From an optimization exercise on the open Yosys and OpenROAD flow, aimed at small area, a short achievable clock period and few clock cycles per item; shortcuts taken in it are not production practice.
Only simulation tests tie the RTL to the original design; equivalence was not proved.
No activity file was given, so power comes from the tool's default toggle rates.

==> flow/design.v (excerpt) <==
module matmul_engine
#(
    parameter int DATA_WIDTH = matmul_pkg::DEF_DATA_WIDTH,
    parameter int BUS_WIDTH  = matmul_pkg::DEF_BUS_WIDTH,
    parameter int DIM        = matmul_pkg::DEF_DIM
) (
    input  logic                          clk_i,
    input  logic                          rst_i,
    input  logic                          start_i,
    input  logic                          mode_i,
    input  logic [DIM*DATA_WIDTH-1:0]     a_col_i,
    input  logic [DIM*DATA_WIDTH-1:0]     b_row_i,
    input  logic                          op_valid_i,
    output logic                          op_ready_o,
    input  logic [DIM*DIM*BUS_WIDTH-1:0]  c_i,
    output logic [DIM*DIM*BUS_WIDTH-1:0]  m_o,
    output logic [DIM*DIM-1:0]            flags_o,
    output logic                          busy_o,
    output logic                          done_o,
    output logic [$clog2(DIM+1)-1:0]      beat_cnt_o
);
    localparam int CW = $clog2(DIM + 1);
    logic          busy_q, done_q;
    logic [CW-1:0] beat_cnt_q;
    logic          start_ok, accept, last;
    assign start_ok = start_i && !busy_q && !rst_i;
    assign accept   = op_valid_i && busy_q && !rst_i;
    assign last     = (beat_cnt_q == CW'(DIM - 1));
    always_ff @(posedge clk_i) begin
        if (rst_i) begin
            busy_q     <= 1'b0;
            done_q     <= 1'b0;
            beat_cnt_q <= '0;
        end else begin
            done_q <= accept && last;
            if (start_ok) begin
                busy_q     <= 1'b1;
                beat_cnt_q <= '0;
            end else if (accept) begin
                beat_cnt_q <= beat_cnt_q + CW'(1);
  ...
Size: roughly 5900 cells after synthesis, ~600 I/O pins.
clock: 7.0 ns
lec_check: 0
cap_margin: 20
core_margin: 2
core_utilization: 40
setup_slack_margin: 2.0
slew_margin: 20
standard.sh (not shown) runs the stock make flow with config.mk's settings and CLKGATE_MAP_FILE= SYNTH_SCRIPT=/design/flow/synth_recipe.tcl, a recipe that flattens the netlist after the stock synthesis.
==> flow/flow/run.sh <==
#!/bin/bash
# The standard layout, with plain buf_1 cells as the input and output port
# buffers (every port still gets its own buffer). The make output goes to
# standard.log; ORFS's per-step logs stay under orfs/logs/.
set -euo pipefail
export BUFFER_PORTS_ARGS="-buffer_cell sky130_fd_sc_hd__buf_1"
bash standard.sh > standard.log 2>&1
Testbench counts at the start, summed over its fixed seeds: cycles 8,008, items 1,600.
Change:
==> flow/run.sh (new file) <==
#!/bin/bash
# synth_recipe.tcl (not shown) runs the flow's synth.tcl, then flattens the netlist and writes it again
# the make line also repeats each setting of config.mk as NAME=value (left out here)
make -C /OpenROAD-flow-scripts/flow DESIGN_CONFIG=/design/flow/config.mk WORK_HOME=/design/flow/orfs CLKGATE_MAP_FILE= SYNTH_SCRIPT=/design/flow/synth_recipe.tcl finish
--- a/flow/config.mk
+++ b/flow/config.mk
@@ -9,4 +9,4 @@
 export CORE_MARGIN = 2
 export CORE_UTILIZATION = 40
-export SETUP_SLACK_MARGIN = 2.0
+export SETUP_SLACK_MARGIN = 2.5
 export SLEW_MARGIN = 20
removed: flow/flow/run.sh
removed: flow/standard.sh
Hold slack stays flat.
Sequential power went up by a few percent.
Total power is higher by well over a third.
Setup slack is better by 110 ps.
Change:
==> flow/flow/run.sh (new file) <==
#!/bin/bash
# The standard layout, with plain buf_1 cells as the input and output port
# buffers (every port still gets its own buffer). The make output goes to
# standard.log; ORFS's per-step logs stay under orfs/logs/.
set -euo pipefail
export BUFFER_PORTS_ARGS="-buffer_cell sky130_fd_sc_hd__buf_1"
bash standard.sh > standard.log 2>&1
==> flow/standard.sh (new file) <==
#!/bin/bash
# synth_recipe.tcl (not shown) runs the flow's synth.tcl, then flattens the netlist and writes it again
# the make line also repeats each setting of config.mk as NAME=value (left out here)
make -C /OpenROAD-flow-scripts/flow DESIGN_CONFIG=/design/flow/config.mk WORK_HOME=/design/flow/orfs CLKGATE_MAP_FILE= SYNTH_SCRIPT=/design/flow/synth_recipe.tcl "${@:-finish}"
--- a/flow/config.mk
+++ b/flow/config.mk
@@ -9,4 +9,4 @@
 export CORE_MARGIN = 2
 export CORE_UTILIZATION = 40
-export SETUP_SLACK_MARGIN = 2.5
+export SETUP_SLACK_MARGIN = 1.5
 export SLEW_MARGIN = 20
removed: flow/run.sh
=> The new run passed the timing, DRC and antenna checks. Sequential share of layout area came out higher by 3.3 points. Global-route usage came out lower by 2.3 points. Combinational power came out lower by well over a third. Die area stays the same. Worst setup slack got worse by 460 ps. Register-to-register slack got worse by 510 ps. Critical path depth stays the same. Total power came out lower by a quarter to a third.
Change:
==> flow/run.sh (new file) <==
#!/bin/bash
# synth_recipe.tcl (not shown) runs the flow's synth.tcl, then flattens the netlist and writes it again
# the make line also repeats each setting of config.mk as NAME=value (left out here)
make -C /OpenROAD-flow-scripts/flow DESIGN_CONFIG=/design/flow/config.mk WORK_HOME=/design/flow/orfs CLKGATE_MAP_FILE= SYNTH_SCRIPT=/design/flow/synth_recipe.tcl finish
removed: flow/flow/run.sh
removed: flow/standard.sh
- routed wire length increases by 1.3%
- combinational power increases by 21%
- sequential cell count is unchanged
- non-clock buffer count increases by 38
- clock skew decreases by 9.3 ps
- cell count increases by 0.40%
- setup slack is worse by 110 ps
- via count hardly moves
- total power increases by 15%
- clock-buffer cell count decreases by 1
- cell area increases by 7.1%

static timing again, ports no longer ideal:
How much do the figures lean on ideal ports? The routed layouts below were timed once more, with nothing changed but the port constraints.
Step 1 assumes that a clkbuf_16 drives the clock port and a buf_2 every other input.
Step 2 times the ports against the registers' clock, not the clock port: input delays grow and output delays shrink by t, the midpoint of the rising clock arrivals with the driver on.
Slacks: ideal / step 1 / step 2; pairs: ideal / step 1.
run	shift t [ns]	slack for setup (ns)	cell pins on the clock port's net
the first run	0.733	2.047 / 2.036 / 1.365	1
the second run	0.711	2.158 / 2.084 / 1.893	1
the third run	0.733	1.698 / 1.624 / 1.233	1
the fourth run	0.716	1.590 / 1.516 / 0.957	1
After both steps setup and hold are still met in every run listed. The setup slack of the first run, which loses most, moves by -0.011 ns with the drivers and by -0.682 ns with both steps.
